Background: an optimization exercise with open tools, aiming at small area, a short achievable clock period and few clock cycles per item. Do not read the settings as production practice. In this exercise RTL edits were held to simulation tests only and were not proved equivalent to the original.

==> design.v <==
module muldiv_unit #(
    parameter int XLEN = 64
) (
    input  logic            clk,
    input  logic            reset,
    input  logic            start,
    input  logic [2:0]      funct3,
    input  logic [XLEN-1:0] op_a,
    input  logic [XLEN-1:0] op_b,
    input  logic            kill,
    output logic            busy,
    output logic            done,
    output logic [XLEN-1:0] result
);
    localparam int W = 69;   
    logic ph_norm, ph_align, ph_mul, ph_div, ph_corr, ph_fix, ph_done;
    logic [5:0] cnt;
    logic [2:0] fn;
    logic       a_neg, b_neg, bzero, corr;
    logic [5:0] sft;        
    logic       special;    
    logic [65:0] H;         
    logic [63:0] L;         
    logic [65:0] A;         
    logic x0_en, inv_h, inv_l, c_one;
    logic b0_one, b0_two, b0_neg, b1_one, b1_two, b1_neg;
    assign busy   = ph_norm | ph_align | ph_mul | ph_div | ph_corr | ph_fix | ph_done;
    assign done   = ph_done;
    assign result = L;
    wire accept = !busy && start && !kill;
    function automatic logic [6:0] lzc64(input logic [63:0] x);
        logic [31:0] z1; logic [31:0] c1;
        logic [15:0] z2; logic [1:0] c2 [16];
        logic [7:0]  z3; logic [2:0] c3 [8];
        logic [3:0]  z4; logic [3:0] c4 [4];
        logic [1:0]  z5; logic [4:0] c5 [2];
        logic        z6; logic [5:0] c6;
        for (int g = 0; g < 32; g++) begin
            z1[g] = !x[2*g+1] && !x[2*g];
            c1[g] = !x[2*g+1];
        end
        for (int g = 0; g < 16; g++) begin
            z2[g] = z1[2*g+1] && z1[2*g];
            c2[g] = z1[2*g+1] ? {1'b1, c1[2*g]} : {1'b0, c1[2*g+1]};
        end
        for (int g = 0; g < 8; g++) begin
            z3[g] = z2[2*g+1] && z2[2*g];
            c3[g] = z2[2*g+1] ? {1'b1, c2[2*g]} : {1'b0, c2[2*g+1]};
        end
        for (int g = 0; g < 4; g++) begin
            z4[g] = z3[2*g+1] && z3[2*g];
            c4[g] = z3[2*g+1] ? {1'b1, c3[2*g]} : {1'b0, c3[2*g+1]};
        end
        for (int g = 0; g < 2; g++) begin
            z5[g] = z4[2*g+1] && z4[2*g];
            c5[g] = z4[2*g+1] ? {1'b1, c4[2*g]} : {1'b0, c4[2*g+1]};
        end
        z6 = z5[1] && z5[0];
        c6 = z5[1] ? {1'b1, c5[0]} : {1'b0, c5[1]};
        lzc64 = z6 ? 7'd64 : {1'b0, c6};
    endfunction
    function automatic logic [2:0] booth(input logic [2:0] g);
        booth = {g[1] ^ g[0], (g == 3'b011) || (g == 3'b100), g[2] && !(g[1] && g[0])};
    endfunction
    logic [W-1:0] A_ext, H_ext, X0, X1, X2, S, C, T;
    logic [W:0]   T_ext;
    always_comb begin
        A_ext = {{(W-66){A[65]}}, A};
        H_ext = {{(W-66){H[65]}}, H};
        X0 = x0_en ? H_ext : '0;
        X1 = (b0_one ? A_ext : '0) | (b0_two ? {A_ext[W-2:0], 1'b0} : '0);
        X1 = X1 ^ {W{b0_neg}};
        if (inv_h) X1 = X1 | ~H_ext;
        if (inv_l) X1 = X1 | {{(W-64){1'b1}}, ~L};
        X2 = (b1_one ? A_ext : '0) | (b1_two ? {A_ext[W-2:0], 1'b0} : '0);
        X2 = X2 ^ {W{b1_neg}};
        X2 = {X2[W-3:0], b1_neg, b0_neg};
        S = X0 ^ X1 ^ X2;
        C = {(X0[W-2:0] & X1[W-2:0]) | (X0[W-2:0] & X2[W-2:0]) | (X1[W-2:0] & X2[W-2:0]), b1_neg};
        T_ext = {S, 1'b1} + {C, b1_neg | c_one};
        T = T_ext[W:1];
    end
    wire qbit = !T[W-1];    
    logic [6:0] lz_a, lz_b;
    logic [7:0] s_full;
    logic       sneg_n;
    always_comb begin
        lz_a   = lzc64(H[63:0] ^ {64{a_neg}});
        lz_b   = lzc64(A[63:0] ^ {64{b_neg}});
        s_full = {1'b0, lz_b} - {1'b0, lz_a} + {7'd0, a_neg};
        sneg_n = s_full[7];
    end
    logic n_norm, n_align, n_mul, n_div, n_corr, n_fix, n_done;
    always_comb begin
        n_norm  = 1'b0; n_align = 1'b0; n_mul = 1'b0; n_div = 1'b0;
        n_corr  = 1'b0; n_fix   = 1'b0; n_done = 1'b0;
        if (!busy) begin
            n_norm = funct3[2];
            n_mul  = !funct3[2];
        end
        if (ph_norm) n_align = 1'b1;
        if (ph_align) begin
            n_done = special;
            n_div  = !special;
        end
        if (ph_mul) begin
            n_mul  = cnt != 6'd0;
            n_done = cnt == 6'd0 && fn[1:0] == 2'b00;
            n_fix  = cnt == 6'd0 && fn[1:0] != 2'b00;
        end
        if (ph_div) begin
            n_div  = cnt != 6'd0;
            if (cnt == 6'd0) begin
                if (fn[1]) begin
                    n_fix  = qbit;
                    n_corr = !qbit;
                end else begin
                    n_fix  = a_neg ^ b_neg;
                    n_done = !(a_neg ^ b_neg);
                end
            end
        end
        if (ph_corr) n_fix = 1'b1;
        if (ph_fix)  n_done = 1'b1;
    end
    always_ff @(posedge clk or negedge reset) begin
        if (!reset) begin
            ph_norm  <= 1'b0;
            ph_align <= 1'b0;
            ph_mul   <= 1'b0;
            ph_div   <= 1'b0;
            ph_corr  <= 1'b0;
            ph_fix   <= 1'b0;
            ph_done  <= 1'b0;
        end else begin
            if ((!busy && !(start && !kill)) || (busy && kill && !ph_done) || ph_done) begin
                ph_norm  <= 1'b0;
                ph_align <= 1'b0;
                ph_mul   <= 1'b0;
                ph_div   <= 1'b0;
                ph_corr  <= 1'b0;
                ph_fix   <= 1'b0;
                ph_done  <= 1'b0;
            end else begin
                ph_norm  <= n_norm;
                ph_align <= n_align;
                ph_mul   <= n_mul;
                ph_div   <= n_div;
                ph_corr  <= n_corr;
                ph_fix   <= n_fix;
                ph_done  <= n_done;
            end
        end
    end
    always_ff @(posedge clk) begin
        x0_en  <= 1'b1;
        inv_h  <= 1'b0;
        inv_l  <= 1'b0;
        c_one  <= 1'b0;
        {b0_one, b0_two, b0_neg} <= 3'b000;
        {b1_one, b1_two, b1_neg} <= 3'b000;
        if (n_mul) begin
            if (!busy) begin
                {b0_one, b0_two, b0_neg} <= booth({op_a[1:0], 1'b0});
                {b1_one, b1_two, b1_neg} <= booth(op_a[3:1]);
            end else begin
                {b0_one, b0_two, b0_neg} <= booth(L[5:3]);
                {b1_one, b1_two, b1_neg} <= booth(L[7:5]);
            end
        end
        if (n_align) begin
            if (sneg_n || bzero) begin
                x0_en <= fn[1];
                inv_l <= bzero && !fn[1];
            end else begin
                x0_en <= !a_neg;
                inv_h <= a_neg;
                c_one <= a_neg;
            end
        end
        if (n_div) begin
            b0_one <= 1'b1;
            b0_neg <= (ph_div ? qbit : 1'b1) ^ b_neg;
        end
        if (n_corr) begin
            b0_one <= 1'b1;
            b0_neg <= b_neg;
        end
        if (n_fix) begin
            if (!fn[2]) begin
                b0_one <= corr;
            end else if (fn[1]) begin
                x0_en <= !a_neg;
                inv_h <= a_neg;
                c_one <= a_neg;
            end else begin
                x0_en <= 1'b0;
                inv_l <= 1'b1;
                c_one <= 1'b1;
            end
        end
    end
    always_ff @(posedge clk) begin
        if (!busy) begin
            fn    <= funct3;
            a_neg <= funct3[2] && !funct3[0] && op_a[63];
            b_neg <= funct3[2] && !funct3[0] && op_b[63];
            bzero <= (op_b == '0);
            corr  <= (funct3 == 3'b011) && op_a[63];
            cnt   <= 6'd15;
            if (funct3[2]) begin
                H <= {{2{!funct3[0] && op_a[63]}}, op_a};
                A <= {{2{!funct3[0] && op_b[63]}}, op_b};
                L <= '0;
            end else begin
                H <= '0;
                A <= {{2{(funct3 == 3'b001) && op_b[63]}}, op_b};
                L <= op_a;
            end
        end else begin
            H <= ph_mul ? {T[W-1], T[W-1:4]} : T[65:0];
            if (ph_norm) begin
                sft     <= s_full[6] ? 6'd63 : s_full[5:0];
                special <= sneg_n || bzero;
            end
            if (ph_align) begin
                cnt <= sft;
                A   <= A << sft;
                if (special) L <= T[63:0];
            end
            if (ph_mul) begin
                L   <= {T[3:0], L[63:4]};
                cnt <= cnt - 1'b1;
            end
            if (ph_div) begin
                L   <= {L[62:0], qbit};
                if (cnt != 6'd0) A <= {A[65], A[65:1]};
                cnt <= cnt - 1'b1;
            end
            if (ph_fix) L <= T[63:0];
        end
    end
endmodule
==> run.sh <==
#!/bin/bash
# synth_recipe.tcl (not shown) runs the flow's synth.tcl, then flattens the netlist and writes it again
# the make line also repeats each setting of config.mk as NAME=value (left out here)
make -C /OpenROAD-flow-scripts/flow DESIGN_CONFIG=/design/flow/config.mk WORK_HOME=/design/flow/orfs CLKGATE_MAP_FILE= SYNTH_SCRIPT=/design/flow/synth_recipe.tcl finish
==> config.mk <==
export PLATFORM = sky130hd
export DESIGN_NAME = muldiv_unit
export DESIGN_NICKNAME = muldiv_unit
export VERILOG_FILES = /design/flow/design.v
export SDC_FILE = /design/flow/constraint.sdc
export NUM_CORES = 4
export LEC_CHECK = 0
export CAP_MARGIN = 20
export CORE_MARGIN = 2
export CORE_UTILIZATION = 40
export SETUP_SLACK_MARGIN = 2.0
export SLEW_MARGIN = 20
==> constraint.sdc <==
create_clock -name core_clock -period 6.0 [get_ports {clk}]
set_input_delay 1.2000 -clock core_clock [delete_from_list [all_inputs] [get_ports {clk}]]
set_output_delay 1.2000 -clock core_clock [all_outputs]
set_load 0.01 [all_outputs]
==> out/results.ini, run 1 <==
[timing]
worstMarginPinSlew_ns = 1.262
tns_ns = 0
clock.fmax_ghz = 0.2061
slew_headroom_pct = 15.77
finClkSkew_ns = 0.01508
layout_min_cycle_time_ns = 4.853
fin_crit_sh_pct = 80.88
final_max_slew_viol_count = 0
holdWs_ns = 0.5207
rsz0062_at_grt = yes
hold_viol_final = 0
setup_viol = 0

[min_path]
hold_depth = 2
min_to = cnt[5]
hp-class = reg -> reg
hp-start = cnt[5]

[critical_path]
r2r_cells = 21
critPathMaxFanout = 6
path_class = reg -> reg
crit_path_end_kind = flop
reg2reg_to = L[56]
cp.required_ns = 6.48
reg2reg_slack_ns = 1.15
startpoint_type = flop
r2r_start = b0_one
crit_arrival_ns = 5.33

[synth]
synthDominantCellAreaShare_pct = 10.57
synth-seq-area-share_pct = 19.72
syn_inst = 3755
synth_nets = 4050
synthFlopType = dfxtp_1
asyncSetResetFlopFracSynth_pct = 3.004
synthesis.area_um2 = 27840
synth-edff-count = 79
ys_seq_elements = 233
syn_area_per_cell_um2 = 7.415
yosysWarnings = 9
synth_top_area_cell = dfxtp_1
ys_types = 97
synth_area_leaders = dfxtp_1 (11%), edfxtp_1 (8.5%), nand2_1 (6.7%), a21oi_1 (6.0%), xnor2_1 (5.5%)

[global_routing]
grt_pass1_wl_um = 190200
track_usage_pct = 34.66
grt_pass1_vias = 30090
overflow = 0
grt_start_max_net_pins = 78
antenna_found_initial = 1

[routing]
wl_met2_um = 58320
drt_iter0_markers = 4239
dr_wl_met3_um = 13470
met1_length_um = 52830
top_layer = met5
viasPerCell = 6.549
vias = 32390
drt-pass1-iter-count = 8
ant_nets = 0
wl_per_cell_um = 26.79
routed_wirelength_um = 132500
remaining_drc_errors = 0

[outcome]
status = complete, no violations

[layout]
layout-drive-gt1-share_pct = 26.83
finalInstanceArea_um2 = 37890
area_growth_syn_to_layout_pct = 36.09
layout_commonest_cell = nand2_1
nets = 4284
final_cell_mix = nand2_1 (478), nor2_1 (289), a21oi_1 (255)
num-fill-cells = 6322
antennaDiodeCount = 0

[place]
dpl-instance-area_um2 = 30930
routabilityCongestion = 0.9814
hpwl_um = 91640
io_buffer_count = 200

[clock_tree]
clockBufferDepth = 3
cts_tree = done
clk_pin_slew_ns = 0.06
numClockSinks = 233
cts-root-buf = clkbuf_16
h-tree-depth = 1
clk-insertion-delay-late_ns = 0.63
cts_buffers = 31

[floorplan]
start_util_pct = 40.53
die_h_um = 267.8
row_count = 96
dieArea_um2 = 71740
dieWidth_um = 267.8
coreArea_um2 = 68710
pin_count = 201

[flow_run]
drv_cap = 0

## metrics by stage
| step | std cells | util (%) | worst slack, ns |
|---|---|---|---|
| after floorplan | 3755 | - | 1.823 |
| after global placement | 4646 | 45.01 | 0.4990 |
| after detailed placement | 4646 | 45.01 | 0.5486 |
| after global routing | 4945 | 55.15 | 0.9837 |
| after CTS | 4837 | 51.77 | 1.207 |
| final | 4945 | 55.15 | 1.147 |
## worst max-delay path: stages, from the launching register on
cell	delay [ns]
dfxtp_4	0.39
buf_6	0.14
buf_12	0.14
a22oi_2	0.23
xnor2_1	0.16
nor2_1	0.09
fa_1	0.53
inv_2	0.06
ha_4	0.28
nand4_1	0.19
a211oi_2	0.30
nor3_4	0.10
o311ai_4	0.32
nand3_4	0.19
buf_6	0.17
a2111oi_4	0.37
nor3b_2	0.10
buf_6	0.16
o21ai_4	0.16
a221oi_4	0.10
or4_1	0.43
nand3_1	0.09
## cell usage after synthesis (44+ instances only)
master    count
mux4_2       59
nor2_1      315
buf_1        44
ha_1         90
o221ai_1     54
a31oi_1      73
fa_1         70
nand3_1      94
a22oi_1     166
a21o_1       54
o21ai_0     247
dfxtp_1     147
edfxtp_1     79
inv_1       198
a21oi_1     335
nor3_1       57
and2_1       44
nand2_1     500
mux2i_1      58
o22ai_1      88
xnor2_1     174
clkbuf_1    263
## per-layer routing
layer,vias up,GRT usage [%]
met5,-,0
met4,2,16.46
met3,425,5.965
met2,2136,53.79
met1,15680,46.80
li1,14150,-
## worst max path at each step
stage	from	end	slack, ns	depth (start not counted)
after CTS	b_neg	x0_en	1.21	25
after global routing	b_neg	x0_en	0.98	24
after floorplan	A[39]	L[62]	1.82	18
final	b0_one	L[56]	1.15	21
after global placement	b0_two	L[0]	0.50	17
after detailed placement	b0_two	L[0]	0.55	17
## final cells by class
type	instances	area (um^2)	area share, %
inverters	205	820.8	2.166
well taps	931	1165	3.074
clock inverters	11	88.84	0.2344
repair inverters	1	8.758	0.02311
flip-flops and latches	233	5578	14.72
multi-input cells	2978	23930	63.15
repair buffers	539	5376	14.19
clock buffers	47	927.1	2.447
## registers in the layout, indices dropped and copies added (netlist names), 3 cells and up
name  cells
A        66
cnt       6
L        64
H        66
sft       6
fn        3
## kinds of logic (layout without fill, tap and decap cells)
kind of cell,count (synthesis),count (layout),share of synthesized area (%)
AO/OA/AOI/OAI,1295,1295,30.42
XOR/XNOR,208,208,6.570
adder cells (fa/ha/maj),160,160,9.077
buffers and inverters,544,803,7.949
flip-flops,233,233,19.72
multiplexers,136,136,7.626
AND/OR/NAND/NOR,1179,1179,18.64
## timing repair
item                                   in CTS  in global routing
buffers inserted                          125                105
pin swaps                                 165                234
setup endpoints to repair                 123                126
gates cloned                                8                  3
hold buffers                                0                  0
endpoints found under the hold margin       0                  0
resized for setup                         483                311
Testbench counts, summed over its fixed seeds: cycles 26,385, ops 1,600.
==> run 2: changes to the inputs <==
--- a/config.mk
+++ b/config.mk
@@ -9,4 +9,4 @@
 export CORE_MARGIN = 2
 export CORE_UTILIZATION = 40
-export SETUP_SLACK_MARGIN = 2.0
+export SETUP_SLACK_MARGIN = 1.0
 export SLEW_MARGIN = 20
==> out/results.ini, run 2 <==
[flow_run]
drv_cap = 0  ; unchanged

[floorplan]
die_h_um = 267.8  ; unchanged
row_count = 96  ; unchanged
coreArea_um2 = 68710  ; unchanged
dieWidth_um = 267.8  ; unchanged
dieArea_um2 = 71740  ; unchanged
start_util_pct = 40.53  ; unchanged
pin_count = 201  ; unchanged

[critical_path]
reg2reg_to = L[62]
r2r_start = b0_neg
crit_path_cell_trace = buf_8 > inv_2 > buf_4 > xnor2_1 > o221ai_1 > fa_1 > ha_1 > a21oi_1 > o21ai_0 > a31oi_1 > o221ai_1 > a221o_1 > a31o_1 > a311o_2 > a21oi_1 > xnor2_1 > o311a_1
crit_arrival_ns = 5.28  ; -0.05 ns
reg2reg_slack_ns = 1.03  ; -0.12 ns
path_class = reg -> reg
crit_path_end_kind = flop
startpoint_type = flop
cp.required_ns = 6.31  ; -0.17 ns
cp-endpoint = L[62]
path_buf_inv = 3  ; -2
crit_family = compound AO/OA/AOI/OAI gates
critPathSlowestCell = a311o_2
critPathMaxFanout = 14  ; +8
path_depth = 17  ; -19%
critPathMaxStageDelay_ns = 0.45  ; -0.08 ns
startpoint = b0_neg
r2r_cells = 17  ; -19%

[layout]
layout_commonest_cell = nand2_1
multi_input_area_um2 = 20620  ; -14%
seqCellArea_um2 = 5552  ; -0.47%
nets = 4107  ; -4.1%
num-fill-cells = 7060  ; +12%
area_growth_syn_to_layout_pct = 16.87
final_cell_mix = nand2_1 (497), a21oi_1 (318), nor2_1 (306)
layout-drive-gt1-share_pct = 11.96  ; -15 points
largestRegisters = A x66, H x66, L x64

[synth]
synth_fa_ha_area_share_pct = 9.077  ; unchanged
asyncSetResetFlopFracSynth_pct = 3.004  ; unchanged
synthFlopType = dfxtp_1
synthMuxAreaShare_pct = 7.626  ; unchanged
synth_area_leaders = dfxtp_1 (11%), edfxtp_1 (8.5%), nand2_1 (6.7%), a21oi_1 (6.0%), xnor2_1 (5.5%)
synth_top_area_cell = dfxtp_1
synth_top_family_by_area = compound AO/OA/AOI/OAI gates
synthesis.area_um2 = 27840  ; unchanged
syn_inst = 3755  ; unchanged
synth_compound_area_share_pct = 30.42  ; unchanged
synth-seq-area-share_pct = 19.72  ; unchanged
synth_xor_area_share_pct = 6.570  ; unchanged
yosysWarnings = 9  ; unchanged
syn_area_per_cell_um2 = 7.415  ; unchanged
ys_types = 97  ; unchanged
synth_common_cells = nand2_1 (500), a21oi_1 (335), nor2_1 (315), clkbuf_1 (263), o21ai_0 (247)
synth-edff-count = 79  ; unchanged
yosysMostFrequentCell = nand2_1
synthDominantCellAreaShare_pct = 10.57  ; unchanged
synthSimpleGateAreaFrac_pct = 18.64  ; unchanged
ys_seq_elements = 233  ; unchanged
synth_nets = 4050  ; unchanged

[global_routing]
track_usage_pct = 34.09  ; -0.57 points
grt_pass1_vias = 29100  ; -3.3%
overflow = 0  ; unchanged
grt_start_max_net_pins = 78  ; unchanged
antenna_found_initial = 5  ; +4
grt_pass1_wl_um = 185300  ; -2.6%

[routing]
ant_nets = 0  ; unchanged
drt_iter0_markers = 4102  ; -3.2%
remaining_drc_errors = 0  ; unchanged
vias = 31040  ; -4.2%
routed_wirelength_um = 126800  ; -4.3%
wl_per_cell_um = 26.58  ; -0.79%
viasPerCell = 6.506  ; -0.66%
drt-pass1-iter-count = 6  ; -2

[place]
io_buffer_count = 200  ; unchanged
routabilityCongestion = 0.9690  ; -1.3%
hpwl_um = 93420  ; +1.9%

[timing]
slew_headroom_pct = 22.99  ; +7.2 points
clock.fmax_ghz = 0.2012  ; -2.4%
worstMarginPinSlew_ns = 1.143  ; -0.1190 ns
fin_crit_sh_pct = 82.86  ; +2.0 points
setup_viol = 0  ; unchanged
rsz0062_at_grt = yes
finClkSkew_ns = 0.01826  ; +0.003176 ns
final_max_slew_viol_count = 0  ; unchanged
layout_min_cycle_time_ns = 4.971  ; +0.1186 ns
tns_ns = 0  ; unchanged
hold_viol_final = 0  ; unchanged

[min_path]
hp-class = reg -> reg

[clock_tree]
cts-root-buf = clkbuf_16
clk-insertion-delay-late_ns = 0.57  ; -0.06 ns
cts_buffers = 34  ; +9.7%
cts_tree = done
clk_pin_slew_ns = 0.06  ; about the same
h-tree-depth = 2  ; +1
cts-hold-fix-buffers = 0  ; unchanged
clockBufferDepth = 3  ; unchanged
numClockSinks = 233  ; unchanged

[outcome]
status = complete, no violations

[run 2: cell counts after synthesis]
Identical to the previous run, type by type.
[run 2: kinds of logic (layout without fill, tap and decap cells)]
| logic type | count (synthesis) | in the layout |
|---|---|---|
| AOI/OAI and AO/OA | 1295 | 1295 |
| xor gates and xnor gates | 208 | 208 |
| adders and majority gates | 160 | 160 |
| buffers and inverters | 544 | 626 |
| DFF | 233 | 233 |
| muxes | 136 | 136 |
| other | 0 | 2 |
| and+or+nand+nor | 1179 | 1179 |
[run 2: timing repair]
action / 4_1_cts / 5_1_grt
gates resized for setup: 43 / 111
pin swaps: 5 / 29
gates cloned: 0 / 1
hold endpoints to repair: 0 / 0
endpoints found under the setup margin: 58 / 58
setup buffers: 15 / 26
[run 2: layer usage]
metal,global-route usage [%],up-vias,routed length (um)
met5,0,-,36
met4,16.79,6,6634
met3,7.322,364,13770
met2,52.25,1943,55340
met1,45.40,14930,51000
li1,-,13790,-
[run 2: worst min-delay path by stage]
stage            from     end  depth (start not counted)
2_1_floorplan    corr  b0_one                          1
6_report       cnt[5]  cnt[5]                          2
3_3_place_gp   cnt[5]  cnt[5]                          2
4_1_cts        cnt[5]  cnt[5]                          2
5_1_grt        cnt[0]  cnt[0]                          1
3_5_place_dp   cnt[5]  cnt[5]                          2
[run 2: metrics by stage]
stage | utilization, % | setup slack (ns) | instances | instance area [um^2] | hold slack, ns
final | 47.36 | 1.029 | 4770 | 32540 | 0.5245
after global routing | 47.36 | 0.9223 | 4768 | 32540 | 0.5525
after CTS | 46.43 | 0.9856 | 4741 | 31900 | 0.5186
after detailed placement | 44.45 | 0.3068 | 4665 | 30540 | 0.5080
after global placement | 44.45 | 0.2771 | 4665 | 30540 | 0.5045
after floorplan | - | 1.264 | 3755 | 27840 | 0.4458
[run 2: layout make-up]
class	instances	area share, %
antenna	2	0.01538
clock buffer	51	3.103
clock inverter	10	0.1922
inverter	205	2.395
multi-input combinational	2978	63.37
sequential	233	17.06
tap	931	3.580
timing repair buffer	360	10.29
[run 2: worst register-to-register path, delay by kind of cell (launching register included)]
family	cells	cell delay [ns]
XOR/XNOR	2	0.32
adder cells (fa/ha/maj)	2	0.85
buffers and inverters	3	0.66
flip-flops	1	0.33
AO/OA/AOI/OAI	10	2.56
==> run 3: changes to the inputs <==
--- a/config.mk
+++ b/config.mk
@@ -9,4 +9,3 @@
 export CORE_MARGIN = 2
 export CORE_UTILIZATION = 40
-export SETUP_SLACK_MARGIN = 1.0
 export SLEW_MARGIN = 20
==> out/results.ini, run 3 <==
[timing]
slew_headroom_pct = 23.14  ; +0.15 points
final_max_slew_viol_count = 0  ; unchanged
fin_ws_ns = 0.2627  ; -0.7659 ns
rsz0062_at_grt = no
finClkSkew_ns = 0.02087  ; +0.002613 ns
layout_min_cycle_time_ns = 5.737  ; +0.7659 ns
tns_ns = 0  ; unchanged
setup_viol = 0  ; unchanged
fin_crit_sh_pct = 95.62  ; +13 points
worstMarginPinSlew_ns = 1.141  ; -0.002295 ns
hold_viol_final = 0  ; unchanged
clock.fmax_ghz = 0.1743  ; -13%

[synth]
synthDominantCellAreaShare_pct = 10.57  ; unchanged
synth_compound_area_share_pct = 30.42  ; unchanged
synthesis.area_um2 = 27840  ; unchanged
ys_seq_elements = 233  ; unchanged
synth-seq-area-share_pct = 19.72  ; unchanged
synth_common_cells = nand2_1 (500), a21oi_1 (335), nor2_1 (315), clkbuf_1 (263), o21ai_0 (247)
synthMuxAreaShare_pct = 7.626  ; unchanged
synth_xor_area_share_pct = 6.570  ; unchanged
synthFlopType = dfxtp_1
synth_top_family_by_area = compound AO/OA/AOI/OAI gates
yosysWarnings = 9  ; unchanged
ys_types = 97  ; unchanged
syn_area_per_cell_um2 = 7.415  ; unchanged
asyncSetResetFlopFracSynth_pct = 3.004  ; unchanged
syn_inst = 3755  ; unchanged
synth_nets = 4050  ; unchanged
yosysMostFrequentCell = nand2_1
synth_fa_ha_area_share_pct = 9.077  ; unchanged
synth_top_area_cell = dfxtp_1
synthSimpleGateAreaFrac_pct = 18.64  ; unchanged
synth-edff-count = 79  ; unchanged
synth_area_leaders = dfxtp_1 (11%), edfxtp_1 (8.5%), nand2_1 (6.7%), a21oi_1 (6.0%), xnor2_1 (5.5%)

[global_routing]
antenna_found_initial = 5  ; unchanged
grt_pass1_wl_um = 183900  ; -0.75%
grt_start_max_net_pins = 78  ; unchanged
track_usage_pct = 33.83  ; -0.25 points
overflow = 0  ; unchanged
grt_pass1_vias = 28880  ; -0.73%

[critical_path]
crit_family = compound AO/OA/AOI/OAI gates
critPathMaxFanout = 42  ; +28
cp.required_ns = 6.42  ; +0.11 ns
critPathMaxStageDelay_ns = 0.66  ; +0.21 ns
path_buf_inv = 3  ; unchanged
crit_path_end_kind = flop
critPathSlowestCell = o31ai_2
startpoint_type = flop
crit_arrival_ns = 6.16  ; +0.88 ns
crit_path_cell_trace = buf_4 > a22oi_1 > xnor2_1 > nor2_1 > fa_1 > inv_1 > ha_1 > a21oi_1 > o21bai_1 > a21oi_1 > o21ai_0 > a221oi_2 > a21oi_2 > o31ai_2 > o31ai_4 > xnor2_2 > buf_4 > o21ba_2 > o21ai_0
path_class = reg -> reg

[layout]
nets = 4066  ; -1.0%
layout-drive-gt1-share_pct = 8.483  ; -3.5 points
final_cell_mix = nand2_1 (500), a21oi_1 (335), nor2_1 (308)
layout_commonest_cell = nand2_1
area_growth_syn_to_layout_pct = 13.62
largestRegisters = A x66, H x66, L x64
num-fill-cells = 7142  ; +1.2%
antennaDiodeCount = 0  ; -2

[routing]
ant_nets = 0  ; unchanged
vias = 30720  ; -1.0%
wl_per_cell_um = 26.42  ; -0.60%
routed_wirelength_um = 124900  ; -1.5%
drt-pass1-iter-count = 8  ; +2
remaining_drc_errors = 0  ; unchanged
viasPerCell = 6.499  ; -0.11%
drt_iter0_markers = 4144  ; +1.0%

[floorplan]
die_h_um = 267.8  ; unchanged
dieWidth_um = 267.8  ; unchanged
row_count = 96  ; unchanged
dieArea_um2 = 71740  ; unchanged
start_util_pct = 40.53  ; unchanged
pin_count = 201  ; unchanged
coreArea_um2 = 68710  ; unchanged

[clock_tree]
cts-root-buf = clkbuf_16
h-tree-depth = 2  ; unchanged
clk-insertion-delay-late_ns = 0.57  ; about the same
numClockSinks = 233  ; unchanged
cts_buffers = 34  ; unchanged
cts_tree = done
clockBufferDepth = 3  ; unchanged
clk_pin_slew_ns = 0.06  ; about the same
cts-hold-fix-buffers = 0  ; unchanged

[outcome]
status = complete, no violations

[place]
routabilityCongestion = 0.9690  ; unchanged
io_buffer_count = 200  ; unchanged
place_worst_setup_slack_ns = 0.3068  ; unchanged
hpwl_um = 93420  ; unchanged

[min_path]
hp-class = reg -> reg

[flow_run]
drv_cap = 0  ; unchanged

==> run 3: cell counts after synthesis <==
No cell type changed its count.
==> run 3: worst min-delay path: stages (launching register included) <==
cell	delay, ns
dfxtp_1	0.33
o21ai_0	0.08
a21oi_1	0.06
==> run 3: cells by family (layout without fill, tap and decap cells) <==
| family | after synthesis | in the layout |
|---|---|---|
| xor+xnor | 208 | 208 |
| fa+ha+maj | 160 | 160 |
| buf+inv | 544 | 585 |
| simple gates | 1179 | 1179 |
| mux | 136 | 136 |
| flops | 233 | 233 |
| compound gates | 1295 | 1295 |
==> run 3: per-layer routing <==
metal | GRT usage (%) | up-vias | part of all wire [%] | routed length (um)
li1 | - | 13710 | - | -
met1 | 45.56 | 14750 | 41 | 50890
met2 | 52.00 | 1880 | 43 | 54160
met3 | 6.598 | 377 | 10 | 13030
met4 | 16.17 | 6 | 5.4 | 6781
met5 | 0 | - | 0.023 | 29
==> run 3: final cells by class <==
| cell class | count | area [um^2] | area share (%) |
|---|---|---|---|
| Sequential cell | 233 | 5505 | 17.40 |
| Clock buffer | 51 | 1010 | 3.192 |
| Tap cell | 931 | 1165 | 3.682 |
| Inverter | 205 | 772.0 | 2.440 |
| Timing Repair Buffer | 319 | 2934 | 9.274 |
| Clock inverter | 10 | 62.56 | 0.1977 |
| Multi-Input combinational cell | 2978 | 20190 | 63.81 |
==> run 3: path summary, 6_finish.rpt <==
kind	startpoint	endpoint	slack, ns	cells past startpoint
worst max-delay path	b0_two	inv_h	0.26	19
worst min-delay path	cnt[5]	cnt[5]	0.52	2
worst max register to register	b0_two	inv_h	0.26	19
worst min register to register	cnt[5]	cnt[5]	0.52	2
max in group asynchronous	reset	ph_mul	4.71	1
min in group asynchronous	reset	ph_corr	0.95	1
==> run 3: stage by stage <==
| step | instances | area [um^2] | hold slack, ns | utilization (%) |
|---|---|---|---|---|
| final | 4727 | 31640 | 0.5221 | 46.05 |
| after global routing | 4727 | 31640 | 0.5521 | 46.05 |
| after CTS | 4726 | 31610 | 0.5186 | 46.01 |
| after detailed placement | 4665 | 30540 | 0.5080 | 44.45 |
| after global placement | 4665 | 30540 | 0.5045 | 44.45 |
| after floorplan | 3755 | 27840 | 0.4458 | - |
==> run 3: timing repair <==
item                                    in CTS  in global routing
resized for setup                            0                  1
buffers inserted                             0                  1
endpoints found under the hold margin        0                  0
endpoints found under the setup margin       0                 10
==> run 4: changes to the inputs <==
--- a/design.v
+++ b/design.v
@@ -14,10 +14,9 @@
 );
     localparam int W = 69;   
-    logic ph_norm, ph_align, ph_mul, ph_div, ph_corr, ph_fix, ph_done;
+    logic ph_align, ph_mul, ph_div, ph_corr, ph_fix, ph_done;
     logic [5:0] cnt;
     logic [2:0] fn;
     logic       a_neg, b_neg, bzero, corr;
-    logic [5:0] sft;        
-    logic       special;    
+    logic [6:0] lz_a, lz_b;   
     logic [65:0] H;         
     logic [63:0] L;         
@@ -25,5 +24,5 @@
     logic x0_en, inv_h, inv_l, c_one;
     logic b0_one, b0_two, b0_neg, b1_one, b1_two, b1_neg;
-    assign busy   = ph_norm | ph_align | ph_mul | ph_div | ph_corr | ph_fix | ph_done;
+    assign busy   = ph_align | ph_mul | ph_div | ph_corr | ph_fix | ph_done;
     assign done   = ph_done;
     assign result = L;
@@ -82,22 +81,20 @@
     end
     wire qbit = !T[W-1];    
-    logic [6:0] lz_a, lz_b;
     logic [7:0] s_full;
-    logic       sneg_n;
+    logic [5:0] sft;
+    logic       special;
     always_comb begin
-        lz_a   = lzc64(H[63:0] ^ {64{a_neg}});
-        lz_b   = lzc64(A[63:0] ^ {64{b_neg}});
-        s_full = {1'b0, lz_b} - {1'b0, lz_a} + {7'd0, a_neg};
-        sneg_n = s_full[7];
-    end
-    logic n_norm, n_align, n_mul, n_div, n_corr, n_fix, n_done;
+        s_full  = {1'b0, lz_b} - {1'b0, lz_a} + {7'd0, a_neg};
+        sft     = s_full[6] ? 6'd63 : s_full[5:0];
+        special = s_full[7] || bzero;
+    end
+    logic n_align, n_mul, n_div, n_corr, n_fix, n_done;
     always_comb begin
-        n_norm  = 1'b0; n_align = 1'b0; n_mul = 1'b0; n_div = 1'b0;
+        n_align = 1'b0; n_mul = 1'b0; n_div = 1'b0;
         n_corr  = 1'b0; n_fix   = 1'b0; n_done = 1'b0;
         if (!busy) begin
-            n_norm = funct3[2];
-            n_mul  = !funct3[2];
-        end
-        if (ph_norm) n_align = 1'b1;
+            n_align = funct3[2];
+            n_mul   = !funct3[2];
+        end
         if (ph_align) begin
             n_done = special;
@@ -126,5 +123,4 @@
     always_ff @(posedge clk or negedge reset) begin
         if (!reset) begin
-            ph_norm  <= 1'b0;
             ph_align <= 1'b0;
             ph_mul   <= 1'b0;
@@ -135,5 +131,4 @@
         end else begin
             if ((!busy && !(start && !kill)) || (busy && kill && !ph_done) || ph_done) begin
-                ph_norm  <= 1'b0;
                 ph_align <= 1'b0;
                 ph_mul   <= 1'b0;
@@ -143,5 +138,4 @@
                 ph_done  <= 1'b0;
             end else begin
-                ph_norm  <= n_norm;
                 ph_align <= n_align;
                 ph_mul   <= n_mul;
@@ -170,12 +164,7 @@
         end
         if (n_align) begin
-            if (sneg_n || bzero) begin
-                x0_en <= fn[1];
-                inv_l <= bzero && !fn[1];
-            end else begin
-                x0_en <= !a_neg;
-                inv_h <= a_neg;
-                c_one <= a_neg;
-            end
+            x0_en <= !(!funct3[0] && op_a[63]);
+            inv_h <= !funct3[0] && op_a[63];
+            c_one <= !funct3[0] && op_a[63];
         end
         if (n_div) begin
@@ -209,4 +198,6 @@
             corr  <= (funct3 == 3'b011) && op_a[63];
             cnt   <= 6'd15;
+            lz_a  <= lzc64(op_a ^ {64{!funct3[0] && op_a[63]}});
+            lz_b  <= lzc64(op_b ^ {64{!funct3[0] && op_b[63]}});
             if (funct3[2]) begin
                 H <= {{2{!funct3[0] && op_a[63]}}, op_a};
@@ -220,12 +211,8 @@
         end else begin
             H <= ph_mul ? {T[W-1], T[W-1:4]} : T[65:0];
-            if (ph_norm) begin
-                sft     <= s_full[6] ? 6'd63 : s_full[5:0];
-                special <= sneg_n || bzero;
-            end
             if (ph_align) begin
                 cnt <= sft;
                 A   <= A << sft;
-                if (special) L <= T[63:0];
+                if (special) L <= fn[1] ? H[63:0] : {64{bzero}};
             end
             if (ph_mul) begin
--- a/config.mk
+++ b/config.mk
@@ -9,3 +9,4 @@
 export CORE_MARGIN = 2
 export CORE_UTILIZATION = 40
+export SETUP_SLACK_MARGIN = 1.5
 export SLEW_MARGIN = 20
==> out/results.ini, run 4 <==
[critical_path]
critPathMaxFanout = 6  ; -86%
crit_path_end_kind = flop
startpoint_type = flop
cp.required_ns = 6.36  ; -0.06 ns
path_class = reg -> reg
crit_arrival_ns = 4.92  ; -1.24 ns

[synth]
synth-edff-count = 86  ; +8.9%
synth_area_leaders = dfxtp_1 (10%), edfxtp_1 (8.8%), a21oi_1 (6.8%), nand2_1 (5.6%), nor2_1 (5.3%)
synth_common_cells = nand2_1 (438), nor2_1 (418), a21oi_1 (400), clkbuf_1 (268), o21ai_0 (223)
yosysMostFrequentCell = nand2_1
ys_seq_elements = 239  ; +2.6%
ys_types = 93  ; -4.1%
synth-seq-area-share_pct = 19.34  ; -0.38 points
synth_top_area_cell = dfxtp_1
syn_area_per_cell_um2 = 7.210  ; -2.8%
yosysWarnings = 9  ; unchanged
synthDominantCellAreaShare_pct = 10.03  ; -0.54 points
synthesis.area_um2 = 29350  ; +5.4%
synthFlopType = dfxtp_1
asyncSetResetFlopFracSynth_pct = 2.510  ; -0.49 points
syn_inst = 4071  ; +8.4%
synth_nets = 4366  ; +7.8%

[timing]
worstMarginPinSlew_ns = 1.217  ; +0.07626 ns
finClkSkew_ns = 0.01874  ; -0.002135 ns
fin_ws_ns = 1.437  ; +1.175 ns
hold_viol_final = 0  ; unchanged
layout_min_cycle_time_ns = 4.563  ; -1.175 ns
fin_crit_sh_pct = 76.04  ; -20 points
tns_ns = 0  ; unchanged
setup_viol = 0  ; unchanged
rsz0062_at_grt = yes
final_max_slew_viol_count = 0  ; unchanged
slew_headroom_pct = 18.86  ; -4.3 points
clock.fmax_ghz = 0.2192  ; +26%

[global_routing]
grt_pass1_vias = 31670  ; +9.7%
grt_start_max_net_pins = 169  ; +120%
track_usage_pct = 36.75  ; +2.9 points
overflow = 0  ; unchanged
grt_pass1_wl_um = 210700  ; +15%
antenna_found_initial = 2  ; -3

[floorplan]
dieWidth_um = 274.9  ; +2.6%
dieArea_um2 = 75560  ; +5.3%
pin_count = 201  ; unchanged
start_util_pct = 40.30  ; -0.23 points
row_count = 99  ; +3.1%
die_h_um = 274.9  ; +2.6%
coreArea_um2 = 72830  ; +6.0%

[layout]
num-fill-cells = 7142  ; unchanged
layout-drive-gt1-share_pct = 17.21  ; +8.7 points
largestRegisters = A x66, H x66, L x64
final_cell_mix = nand2_1 (426), nor2_1 (398), a21oi_1 (371)
area_growth_syn_to_layout_pct = 24.74
antennaDiodeCount = 0  ; unchanged
multi_input_area_um2 = 23580  ; +17%
seqCellArea_um2 = 5737  ; +4.2%
nets = 4478  ; +10%
layout_commonest_cell = nand2_1

[routing]
viasPerCell = 6.648  ; +2.3%
wl_per_cell_um = 27.99  ; +5.9%
remaining_drc_errors = 0  ; unchanged
routed_wirelength_um = 144600  ; +16%
drt-pass1-iter-count = 7  ; -1
drt_iter0_markers = 4802  ; +16%
vias = 34340  ; +12%
ant_nets = 0  ; unchanged

[clock_tree]
clk-insertion-delay-late_ns = 0.61  ; +0.04 ns
cts_tree = done
cts_buffers = 31  ; -8.8%
cts-root-buf = clkbuf_16
cts-hold-fix-buffers = 0  ; unchanged
numClockSinks = 239  ; +2.6%
clk_pin_slew_ns = 0.06  ; about the same
h-tree-depth = 1  ; -1
clockBufferDepth = 3  ; unchanged

[place]
hpwl_um = 105100  ; +12%
routabilityCongestion = 1.030  ; +6.3%
io_buffer_count = 200  ; unchanged
place_worst_setup_slack_ns = 0.5148  ; +0.2079 ns

[outcome]
status = complete, no violations

[min_path]
hp-class = reg -> reg

[flow_run]
drv_cap = 0  ; unchanged

run 4: cell count changes after synthesis, sizes merged, moves of 36 or more:
cell,change
a22oi,+36
a21oi,+61
mux2i,+45
buf,+40
mux4,-45
nand2,-62
nor2,+105
run 4: repair_timing:
item	CTS	global route
setup endpoints to repair	155	159
gates resized for setup	241	258
pin swaps	54	116
buffers inserted	58	37
gates cloned	10	1
run 4: layout make-up:
| class | count | area share [%] |
|---|---|---|
| well taps | 959 | 3.277 |
| clock inverters | 7 | 0.3178 |
| flip-flops and latches | 239 | 15.67 |
| repair buffers | 451 | 11.80 |
| inverters | 181 | 1.982 |
| multi-input cells | 3279 | 64.40 |
| clock buffers | 49 | 2.553 |
run 4: final timing paths:
kind	startpoint	end	slack, ns	cells after the start
max	A[19]	L[57]	1.44	15
min	cnt[1]	cnt[1]	0.55	2
max reg2reg	A[19]	L[57]	1.44	15
min reg2reg	cnt[1]	cnt[1]	0.55	2
max in group asynchronous	reset	ph_fix	4.77	1
min in group asynchronous	reset	ph_done	0.89	1
run 4: kinds of logic (layout without fill, tap and decap cells):
logic type	after synthesis	count (layout)	share of synthesized area (%)
flops	239	239	19.34
xor+xnor	204	204	6.087
mux	139	139	5.431
compound gates	1459	1460	33.01
simple gates	1314	1316	20.09
buf+inv	556	688	7.434
fa+ha+maj	160	160	8.611
run 4: metrics by stage:
| stage | cells | util (%) | hold slack (ns) | instance area [um^2] |
|---|---|---|---|---|
| final | 5165 | 50.27 | 0.5543 | 36610 |
| after global routing | 5165 | 50.27 | 0.6150 | 36610 |
| after CTS | 5127 | 48.24 | 0.5620 | 35140 |
| after detailed placement | 5003 | 44.34 | 0.5484 | 32290 |
| after global placement | 5003 | 44.34 | 0.5454 | 32290 |
| after floorplan | 4071 | - | 0.4622 | 29370 |
run 4: layer usage:
| layer | GRT usage [%] | up-vias | routed length, um |
|---|---|---|---|
| li1 | - | 15160 | - |
| met1 | 50.52 | 16520 | 58420 |
| met2 | 54.83 | 2253 | 61140 |
| met3 | 7.602 | 402 | 16420 |
| met4 | 17.43 | 2 | 8562 |
| met5 | 0 | - | 13 |
run 4: critical path: stages (launching register included):
cell and delay, ns:
dfxtp_1 0.48, buf_4 0.21, a22oi_1 0.11, xnor2_2 0.20, fa_1 0.56, inv_2 0.05
ha_4 0.26, nand4_1 0.13, or3_4 0.35, or3_4 0.37, a211oi_4 0.33, nor4bb_4 0.12
a211o_4 0.39, o31a_1 0.28, xnor2_2 0.16, a221o_1 0.30
Testbench counts of run 4, summed over its fixed seeds: cycles 25,595, ops 1,600.
==> run 5: changes to the inputs <==
--- a/config.mk
+++ b/config.mk
@@ -9,4 +9,3 @@
 export CORE_MARGIN = 2
 export CORE_UTILIZATION = 40
-export SETUP_SLACK_MARGIN = 1.5
 export SLEW_MARGIN = 20
==> out/results.ini, run 5 <==
[layout]
area_growth_syn_to_layout_pct = 13.01
layout_commonest_cell = nand2_1
nets = 4353  ; -2.8%
num-fill-cells = 7526  ; +5.4%
final_cell_mix = nand2_1 (437), nor2_1 (414), a21oi_1 (400)
largestRegisters = A x66, H x66, L x64
fin_cells = 5043  ; -2.4%
finalInstanceArea_um2 = 33170  ; -9.4%
layout-drive-gt1-share_pct = 6.835  ; -10 points

[timing]
clock.fmax_ghz = 0.1835  ; -16%
tns_ns = 0  ; unchanged
rsz0062_at_grt = no
layout_min_cycle_time_ns = 5.451  ; +0.8883 ns
fin_crit_sh_pct = 90.85  ; +15 points
slew_headroom_pct = 16.56  ; -2.3 points
final_max_slew_viol_count = 0  ; unchanged
worstMarginPinSlew_ns = 1.250  ; +0.03308 ns
setup_viol = 0  ; unchanged
finClkSkew_ns = 0.03451  ; +0.01577 ns
hold_viol_final = 0  ; unchanged

[floorplan]
coreArea_um2 = 72830  ; unchanged
pin_count = 201  ; unchanged
dieWidth_um = 274.9  ; unchanged
die_h_um = 274.9  ; unchanged
dieArea_um2 = 75560  ; unchanged
row_count = 99  ; unchanged
start_util_pct = 40.30  ; unchanged

[global_routing]
overflow = 0  ; unchanged
grt_start_max_net_pins = 92  ; -46%
grt_pass1_wl_um = 200600  ; -4.8%
track_usage_pct = 34.94  ; -1.8 points
antenna_found_initial = 3  ; +1
grt_pass1_vias = 30100  ; -5.0%

[synth]
yosysWarnings = 9  ; unchanged
synth_top_area_cell = dfxtp_1
synth_area_leaders = dfxtp_1 (10%), edfxtp_1 (8.8%), a21oi_1 (6.8%), nand2_1 (5.6%), nor2_1 (5.3%)
synth-edff-count = 86  ; unchanged
ys_seq_elements = 239  ; unchanged
synth-seq-area-share_pct = 19.34  ; unchanged
synthDominantCellAreaShare_pct = 10.03  ; unchanged
yosysMostFrequentCell = nand2_1
synthFlopType = dfxtp_1
synthesis.area_um2 = 29350  ; unchanged
asyncSetResetFlopFracSynth_pct = 2.510  ; unchanged
ys_types = 93  ; unchanged
syn_inst = 4071  ; unchanged
syn_area_per_cell_um2 = 7.210  ; unchanged
synth_common_cells = nand2_1 (438), nor2_1 (418), a21oi_1 (400), clkbuf_1 (268), o21ai_0 (223)
synth_nets = 4366  ; unchanged

[min_path]
hp-class = reg -> reg

[routing]
ant_nets = 0  ; unchanged
drt_iter0_markers = 4454  ; -7.2%
wl_per_cell_um = 27.03  ; -3.4%
routed_wirelength_um = 136300  ; -5.7%
vias = 33090  ; -3.6%
drt-pass1-iter-count = 8  ; +1
remaining_drc_errors = 0  ; unchanged
viasPerCell = 6.562  ; -1.3%

[critical_path]
startpoint = b0_one
crit_arrival_ns = 5.92  ; +1.00 ns
cp.required_ns = 6.47  ; +0.11 ns
cp-endpoint = b0_neg
reg2reg_slack_ns = 0.55  ; -0.89 ns
critPathMaxFanout = 39  ; +33
crit_path_end_kind = flop
r2r_start = b0_one
path_class = reg -> reg
startpoint_type = flop
reg2reg_to = b0_neg
r2r_cells = 15  ; unchanged

[clock_tree]
clk-insertion-delay-late_ns = 0.63  ; +0.02 ns
clk_pin_slew_ns = 0.08  ; +0.02 ns
h-tree-depth = 1  ; unchanged
clockBufferDepth = 3  ; unchanged
post_cts_buffers = 0  ; -100%
cts_tree = done
cts_resized = 0  ; -100%
cts-root-buf = clkbuf_16
cts_buffers = 30  ; -3.2%
numClockSinks = 239  ; unchanged
cts-hold-fix-buffers = 0  ; unchanged

[place]
io_buffer_count = 200  ; unchanged
dpl-instance-area_um2 = 32160  ; -0.43%
place_inst = 4985  ; -0.36%
hpwl_um = 103600  ; -1.4%
routabilityCongestion = 1.047  ; +1.7%

[outcome]
status = complete, no violations

[flow_run]
drv_cap = 0  ; unchanged

run 5: cells by family (layout without fill, tap and decap cells):
group	after synthesis	in the layout	synth area share (%)
other	0	2	0
flip-flops	239	239	19.34
adder cells (fa/ha/maj)	160	160	8.611
AO/OA/AOI/OAI	1459	1459	33.01
multiplexers	139	139	5.431
XOR/XNOR	204	204	6.087
AND/OR/NAND/NOR	1314	1314	20.09
buffers and inverters	556	567	7.434
run 5: stage by stage:
step | utilization, % | worst slack [ns] | hold slack, ns
finish | 45.54 | 0.5490 | 0.5637
global route | 45.53 | 0.1899 | 0.5976
CTS | 45.53 | 0.7024 | 0.5627
detailed placement | 44.15 | 0.7100 | 0.5478
global placement | 44.15 | 0.6879 | 0.5385
floorplan | - | 1.351 | 0.4622
run 5: metal layers:
metal / GRT usage [%] / share of wire (%) / wire, um / vias to the layer above
met4: 16.24 / 5.5 / 7438 / 2
met3: 7.533 / 11 / 14780 / 322
met2: 52.06 / 42 / 57790 / 1984
li1: - / - / - / 14910
met5: 0 / 0.0088 / 12 / -
met1: 48.01 / 41 / 56310 / 15870
run 5: area by class of cell:
| type | instances | area (um^2) | share of cell area [%] |
|---|---|---|---|
| tap | 959 | 1200 | 3.618 |
| multi-input combinational | 3276 | 21580 | 65.06 |
| sequential | 239 | 5694 | 17.17 |
| antenna | 2 | 5.005 | 0.01509 |
| timing repair buffer | 330 | 2998 | 9.038 |
| inverter | 181 | 684.4 | 2.063 |
| clock buffer | 43 | 839.6 | 2.531 |
| clock inverter | 13 | 167.7 | 0.5055 |
run 5: how the worst min path moves through the flow:
stage | cells after the start | from | slack (ns) | endpoint
6_report | 2 | cnt[1] | 0.56 | cnt[1]
5_1_grt | 2 | cnt[2] | 0.60 | cnt[2]
4_1_cts | 2 | cnt[1] | 0.56 | cnt[1]
3_5_place_dp | 2 | cnt[1] | 0.55 | cnt[1]
3_3_place_gp | 2 | cnt[1] | 0.54 | cnt[1]
2_1_floorplan | 2 | corr | 0.46 | b0_one
run 5: critical path: stages, from the launching register on:
cell and delay [ns]:
dfxtp_2 0.71, buf_4 0.47, a22oi_1 0.17, xnor2_1 0.29, o221ai_1 0.20, fa_1 0.48, ha_1 0.36, and2_1 0.21
a22oi_1 0.20, nand2b_1 0.09, a221oi_1 0.53, nand3_1 0.17, o21a_1 0.23, o211ai_1 0.51, nand2b_1 0.17, a221oi_1 0.49
==> run 6: changes to the inputs <==
--- a/config.mk
+++ b/config.mk
@@ -9,3 +9,4 @@
 export CORE_MARGIN = 2
 export CORE_UTILIZATION = 40
+export SETUP_SLACK_MARGIN = 1.0
 export SLEW_MARGIN = 20
==> out/results.ini, run 6 <==
[routing]
viasPerCell = 6.594  ; +0.49%
wl_per_cell_um = 27.13  ; +0.35%
routed_wirelength_um = 137300  ; +0.68%
remaining_drc_errors = 0  ; unchanged
vias = 33370  ; +0.82%
drt_iter0_markers = 4332  ; -2.7%
drt-pass1-iter-count = 8  ; unchanged
ant_nets = 0  ; unchanged

[clock_tree]
cts_buffers = 30  ; unchanged
cts_tree = done
clockBufferDepth = 3  ; unchanged
numClockSinks = 239  ; unchanged
cts-root-buf = clkbuf_16
clk_pin_slew_ns = 0.06  ; -0.02 ns
h-tree-depth = 1  ; unchanged
cts-hold-fix-buffers = 0  ; unchanged
clk-insertion-delay-late_ns = 0.63  ; about the same

[timing]
clock.fmax_ghz = 0.2010  ; +9.6%
tns_ns = 0  ; unchanged
fin_ws_ns = 1.025  ; +0.4756 ns
hold_viol_final = 0  ; unchanged
final_max_slew_viol_count = 0  ; unchanged
finClkSkew_ns = 0.03416  ; -0.0003446 ns
worstMarginPinSlew_ns = 1.231  ; -0.01937 ns
fin_crit_sh_pct = 82.92  ; -7.9 points
layout_min_cycle_time_ns = 4.975  ; -0.4756 ns
slew_headroom_pct = 17.86  ; +1.3 points
rsz0062_at_grt = yes
setup_viol = 0  ; unchanged

[layout]
final_util_pct = 46.11  ; +0.57 points
final_cell_mix = nand2_1 (435), nor2_1 (414), a21oi_1 (396)
layout-drive-gt1-share_pct = 8.026  ; +1.2 points
nets = 4370  ; +0.39%
largestRegisters = A x66, H x66, L x64
multi_input_area_um2 = 21740  ; +0.72%
layout_commonest_cell = nand2_1
seqCellArea_um2 = 5718  ; +0.42%
area_growth_syn_to_layout_pct = 14.43
finalInstanceArea_um2 = 33590  ; +1.3%
num-fill-cells = 7484  ; -0.56%

[critical_path]
startpoint_type = flop
crit_path_end_kind = flop
crit_arrival_ns = 5.45  ; -0.47 ns
critPathMaxFanout = 29  ; -26%
path_class = reg -> reg
cp.required_ns = 6.48  ; about the same

[floorplan]
pin_count = 201  ; unchanged
dieWidth_um = 274.9  ; unchanged
start_util_pct = 40.30  ; unchanged
coreArea_um2 = 72830  ; unchanged
die_h_um = 274.9  ; unchanged
dieArea_um2 = 75560  ; unchanged
row_count = 99  ; unchanged

[synth]
syn_inst = 4071  ; unchanged
synth_common_cells = nand2_1 (438), nor2_1 (418), a21oi_1 (400), clkbuf_1 (268), o21ai_0 (223)
synth_nets = 4366  ; unchanged
ys_types = 93  ; unchanged
yosysWarnings = 9  ; unchanged
synth_top_area_cell = dfxtp_1
synthDominantCellAreaShare_pct = 10.03  ; unchanged
synth_top_family_by_area = compound AO/OA/AOI/OAI gates
syn_area_per_cell_um2 = 7.210  ; unchanged
ys_seq_elements = 239  ; unchanged
synthSimpleGateAreaFrac_pct = 20.09  ; unchanged
synth_area_leaders = dfxtp_1 (10%), edfxtp_1 (8.8%), a21oi_1 (6.8%), nand2_1 (5.6%), nor2_1 (5.3%)
synth-edff-count = 86  ; unchanged
synth_compound_area_share_pct = 33.01  ; unchanged
asyncSetResetFlopFracSynth_pct = 2.510  ; unchanged
yosysMostFrequentCell = nand2_1
synthFlopType = dfxtp_1
synth-seq-area-share_pct = 19.34  ; unchanged
synthMuxAreaShare_pct = 5.431  ; unchanged
synthesis.area_um2 = 29350  ; unchanged
synth_xor_area_share_pct = 6.087  ; unchanged
synth_fa_ha_area_share_pct = 8.611  ; unchanged

[place]
hpwl_um = 103600  ; unchanged
place_worst_setup_slack_ns = 0.7100  ; unchanged
dpl-instance-area_um2 = 32160  ; unchanged
routabilityCongestion = 1.047  ; unchanged
io_buffer_count = 200  ; unchanged

[global_routing]
track_usage_pct = 34.93  ; about the same
grt_pass1_vias = 30130  ; +0.086%
grt_start_max_net_pins = 92  ; unchanged
antenna_found_initial = 2  ; -1
overflow = 0  ; unchanged
grt_pass1_wl_um = 200500  ; about the same

[outcome]
status = complete, no violations

[flow_run]
drv_cap = 0  ; unchanged

[min_path]
hp-class = reg -> reg

[run 6: critical path, stage by stage, from the launching register on]
cell	delay [ns]
edfxtp_1	0.39
ha_1	0.31
inv_1	0.06
ha_1	0.18
inv_1	0.08
fa_2	0.41
and2b_1	0.30
o21a_1	0.42
o2111ai_4	0.21
buf_12	0.24
mux2i_1	0.44
mux2i_1	0.15
mux2i_1	0.35
mux2i_1	0.25
o2bb2ai_1	0.26
a221oi_1	0.69
nor2_1	0.08
[run 6: final timing paths]
path	slack [ns]	depth (start not counted)	startpoint	to
max	1.02	16	lz_a[0]	A[54]
min	0.56	2	cnt[1]	cnt[1]
max reg2reg	1.02	16	lz_a[0]	A[54]
min reg2reg	0.56	2	cnt[1]	cnt[1]
max in group asynchronous	4.84	1	reset	ph_mul
min in group asynchronous	0.86	1	reset	ph_align
[run 6: area by class of cell]
type | count | area share, %
clock inverter | 13 | 0.4992
clock buffer | 43 | 2.500
sequential | 239 | 17.02
timing repair buffer | 347 | 9.582
inverter | 181 | 2.090
antenna | 2 | 0.01490
multi-input combinational | 3276 | 64.72
tap | 959 | 3.573
[run 6: kinds of logic (layout without fill, tap and decap cells)]
group           Yosys count  count (layout)
compound gates         1459            1459
other cells               0               2
buf+inv                 556             584
fa+ha+maj               160             160
mux                     139             139
flops                   239             239
simple gates           1314            1314
xor+xnor                204             204
[run 6: stage by stage]
step,hold slack (ns),cells
finish,0.5625,5060
global route,0.5976,5058
CTS,0.5627,5041
detailed placement,0.5478,4985
global placement,0.5385,4985
floorplan,0.4622,4071
[run 6: layer usage]
| metal | wire [um] | global-route usage [%] |
|---|---|---|
| met5 | 12 | 0 |
| met3 | 14640 | 7.498 |
| met4 | 7625 | 16.29 |
| met1 | 56760 | 48.05 |
| met2 | 58210 | 52.00 |
[run 6: timing repair]
item,CTS,global route
buffers inserted,0,17
setup endpoints to repair,35,80
resized for setup,17,60
gates cloned,0,0
pin swaps,1,9
==> run 7: changes to the inputs <==
--- a/config.mk
+++ b/config.mk
@@ -8,5 +8,6 @@
 export CAP_MARGIN = 20
 export CORE_MARGIN = 2
-export CORE_UTILIZATION = 40
-export SETUP_SLACK_MARGIN = 1.0
+export CORE_UTILIZATION = 55
+export PLACE_DENSITY = 0.75
+export SETUP_SLACK_MARGIN = 1.25
 export SLEW_MARGIN = 20
==> out/results.ini, run 7 <==
[layout]
finalInstanceArea_um2 = 33990  ; +1.2%
nets = 4399  ; +0.66%
layout-drive-gt1-share_pct = 10.29  ; +2.3 points
final_util_pct = 64.56  ; +18 points
area_growth_syn_to_layout_pct = 15.82
seqCellArea_um2 = 5739  ; +0.37%
num-fill-cells = 4870  ; -35%
final_cell_mix = nand2_1 (431), nor2_1 (413), a21oi_1 (396)
multi_input_area_um2 = 22020  ; +1.3%
largestRegisters = A x66, H x66, L x64
layout_commonest_cell = nand2_1

[timing]
finClkSkew_ns = 0.04126  ; +0.007093 ns
hold_viol_final = 0  ; unchanged
clock.fmax_ghz = 0.2036  ; +1.3%
holdWs_ns = 0.5527  ; -0.009845 ns
slew_headroom_pct = 27.23  ; +9.4 points
final_max_slew_viol_count = 0  ; unchanged
worstMarginPinSlew_ns = 1.092  ; -0.1392 ns
layout_min_cycle_time_ns = 4.911  ; -0.06436 ns
tns_ns = 0  ; unchanged
setup_viol = 0  ; unchanged
rsz0062_at_grt = yes
fin_crit_sh_pct = 81.85  ; -1.1 points

[floorplan]
row_count = 84  ; -15%
die_h_um = 235.0  ; -15%
dieWidth_um = 235.0  ; -15%
start_util_pct = 55.74  ; +15 points
coreArea_um2 = 52660  ; -28%
pin_count = 201  ; unchanged
dieArea_um2 = 55230  ; -27%

[min_path]
hp-class = reg -> reg
min_to = cnt[2]
hp-start = cnt[2]
hold_depth = 2  ; unchanged

[flow_run]
drv_cap = 0  ; unchanged

[clock_tree]
clk_pin_slew_ns = 0.07  ; about the same
cts-hold-fix-buffers = 0  ; unchanged
cts-root-buf = clkbuf_16
clockBufferDepth = 3  ; unchanged
cts_buffers = 31  ; +3.3%
numClockSinks = 239  ; unchanged
cts_tree = done
h-tree-depth = 1  ; unchanged
clk-insertion-delay-late_ns = 0.63  ; about the same

[critical_path]
path_class = reg -> reg
critPathMaxFanout = 12  ; -59%
reg2reg_to = A[64]
reg2reg_slack_ns = 1.09  ; +0.06 ns
critPathSlowestCell = o221ai_1
crit_path_end_kind = flop
startpoint_type = flop
critPathMaxStageDelay_ns = 0.63  ; -0.06 ns
crit_path_cell_trace = inv_1 > ha_1 > ha_1 > inv_2 > or3_4 > o2111ai_4 > nand2_1 > o221ai_1 > mux2i_1 > mux2i_1 > nor2_1 > o41a_1
r2r_cells = 12  ; -4
r2r_start = lz_a[6]
cp.required_ns = 6.49  ; about the same
crit_arrival_ns = 5.41  ; -0.04 ns

[routing]
viasPerCell = 7.222  ; +9.5%
routed_wirelength_um = 140000  ; +2.0%
remaining_drc_errors = 0  ; unchanged
wl_per_cell_um = 29.03  ; +7.0%
drt-pass1-iter-count = 9  ; +1
vias = 34830  ; +4.4%
ant_nets = 0  ; unchanged
drt_iter0_markers = 5478  ; +26%

[global_routing]
grt_pass1_wl_um = 202600  ; +1.1%
overflow = 0  ; unchanged
track_usage_pct = 47.75  ; +13 points
grt_pass1_vias = 31160  ; +3.4%
grt_start_max_net_pins = 91  ; -1.1%
antenna_found_initial = 3  ; +1

[synth]
synthesis.area_um2 = 29350  ; unchanged
ys_seq_elements = 239  ; unchanged
yosysMostFrequentCell = nand2_1
synth_nets = 4366  ; unchanged
synth-edff-count = 86  ; unchanged
synth_common_cells = nand2_1 (438), nor2_1 (418), a21oi_1 (400), clkbuf_1 (268), o21ai_0 (223)
asyncSetResetFlopFracSynth_pct = 2.510  ; unchanged
synth_area_leaders = dfxtp_1 (10%), edfxtp_1 (8.8%), a21oi_1 (6.8%), nand2_1 (5.6%), nor2_1 (5.3%)
ys_types = 93  ; unchanged
synthDominantCellAreaShare_pct = 10.03  ; unchanged
yosysWarnings = 9  ; unchanged
synth_top_area_cell = dfxtp_1
syn_area_per_cell_um2 = 7.210  ; unchanged
syn_inst = 4071  ; unchanged
synth-seq-area-share_pct = 19.34  ; unchanged
synthFlopType = dfxtp_1

[outcome]
status = complete, no violations

[place]
hpwl_um = 104400  ; +0.75%
routabilityCongestion = 1.095  ; +4.6%
dpl-instance-area_um2 = 31970  ; -0.59%
io_buffer_count = 200  ; unchanged

==> run 7: metrics by stage <==
| stage | setup slack, ns | std cells |
|---|---|---|
| after floorplan | 1.351 | 4071 |
| after CTS | 1.255 | 4801 |
| after global routing | 1.106 | 4817 |
| after global placement | 0.7465 | 4727 |
| final | 1.089 | 4822 |
| after detailed placement | 0.7225 | 4727 |
==> run 7: worst max path at each step <==
stage                 start  endpoint  slack [ns]
finish              lz_a[6]     A[64]        1.09
global route         b0_one     L[63]        1.11
CTS                  b0_one     L[62]        1.25
detailed placement   b0_two     x0_en        0.72
global placement     b0_neg     L[61]        0.75
floorplan            b0_neg     L[61]        1.35
==> run 7: critical path: cells and delay by family (launching register included) <==
kind / cells / cell delay [ns]
flip-flops: 1 / 0.45
buffers and inverters: 2 / 0.20
AND/OR/NAND/NOR: 3 / 1.08
AO/OA/AOI/OAI: 3 / 1.62
multiplexers: 2 / 0.70
adder cells (fa/ha/maj): 2 / 0.74
==> run 7: cell type report <==
type | count | area share (%)
antenna | 5 | 0.03681
tap | 688 | 2.532
sequential | 239 | 16.88
clock buffer | 44 | 2.757
multi-input combinational | 3278 | 64.77
clock inverter | 14 | 0.2724
inverter | 181 | 2.043
timing repair buffer | 373 | 10.71
==> run 7: timing repair <==
item,CTS,global route
pin swaps,7,15
resized for setup,68,97
gates cloned,3,3
setup buffers,13,13
endpoints found under the setup margin,101,89
==> run 7: kinds of logic after synthesis <==
family | count (synthesis) | share of synthesized area, %
adder cells (fa/ha/maj) | 160 | 8.611
flip-flops | 239 | 19.34
multiplexers | 139 | 5.431
XOR/XNOR | 204 | 6.087
buffers and inverters | 556 | 7.434
AND/OR/NAND/NOR | 1314 | 20.09
AO/OA/AOI/OAI | 1459 | 33.01
==> run 7: metal layers <==
metal / share of wire, % / global-route usage [%] / wire length [um] / up-vias
li1: - / - / - / 15020
met1: 37 / 61.97 / 51790 / 16390
met2: 41 / 69.71 / 57890 / 2839
met3: 15 / 15.79 / 20550 / 578
met4: 7.0 / 26.31 / 9763 / 0
met5: 0 / 0 / 0 / -

==> what the ideal ports hide <==
Ports are ideal in the flow. The routed layouts listed here were re-timed in OpenROAD. Step 1 assumes that a clkbuf_16 drives the clock port and a buf_2 every other input. Step 2 moves the port delays by t, midway between the first and last clock arrival at a register: inputs arrive t later, outputs are due t later. That takes back most of the time a late clock gives input paths. a / b / c = no drivers / after step 1 / after step 2; a / b = the first two.
| run | t, ns | setup WS [ns] | hold WS [ns] |
|---|---|---|---|
| run 1 | 0.685 | 1.147 / 1.147 / 1.147 | 0.521 / 0.521 / 0.521 |
| run 2 | 0.629 | 1.029 / 1.029 / 1.029 | 0.524 / 0.524 / 0.524 |
| run 3 | 0.629 | 0.263 / 0.263 / 0.263 | 0.522 / 0.522 / 0.522 |
| run 4 | 0.667 | 1.437 / 1.437 / 1.014 | 0.554 / 0.554 / 0.554 |
| run 5 | 0.673 | 0.549 / 0.549 / 0.549 | 0.564 / 0.564 / 0.564 |
| run 6 | 0.672 | 1.025 / 1.025 / 0.677 | 0.563 / 0.563 / 0.563 |
| run 7 | 0.671 | 1.089 / 1.089 / 0.699 | 0.553 / 0.553 / 0.553 |
After both steps every run listed still meets setup and hold. The setup slack of run 4, which loses most, moves by 0.000 ns with the drivers and by -0.423 ns with both steps.
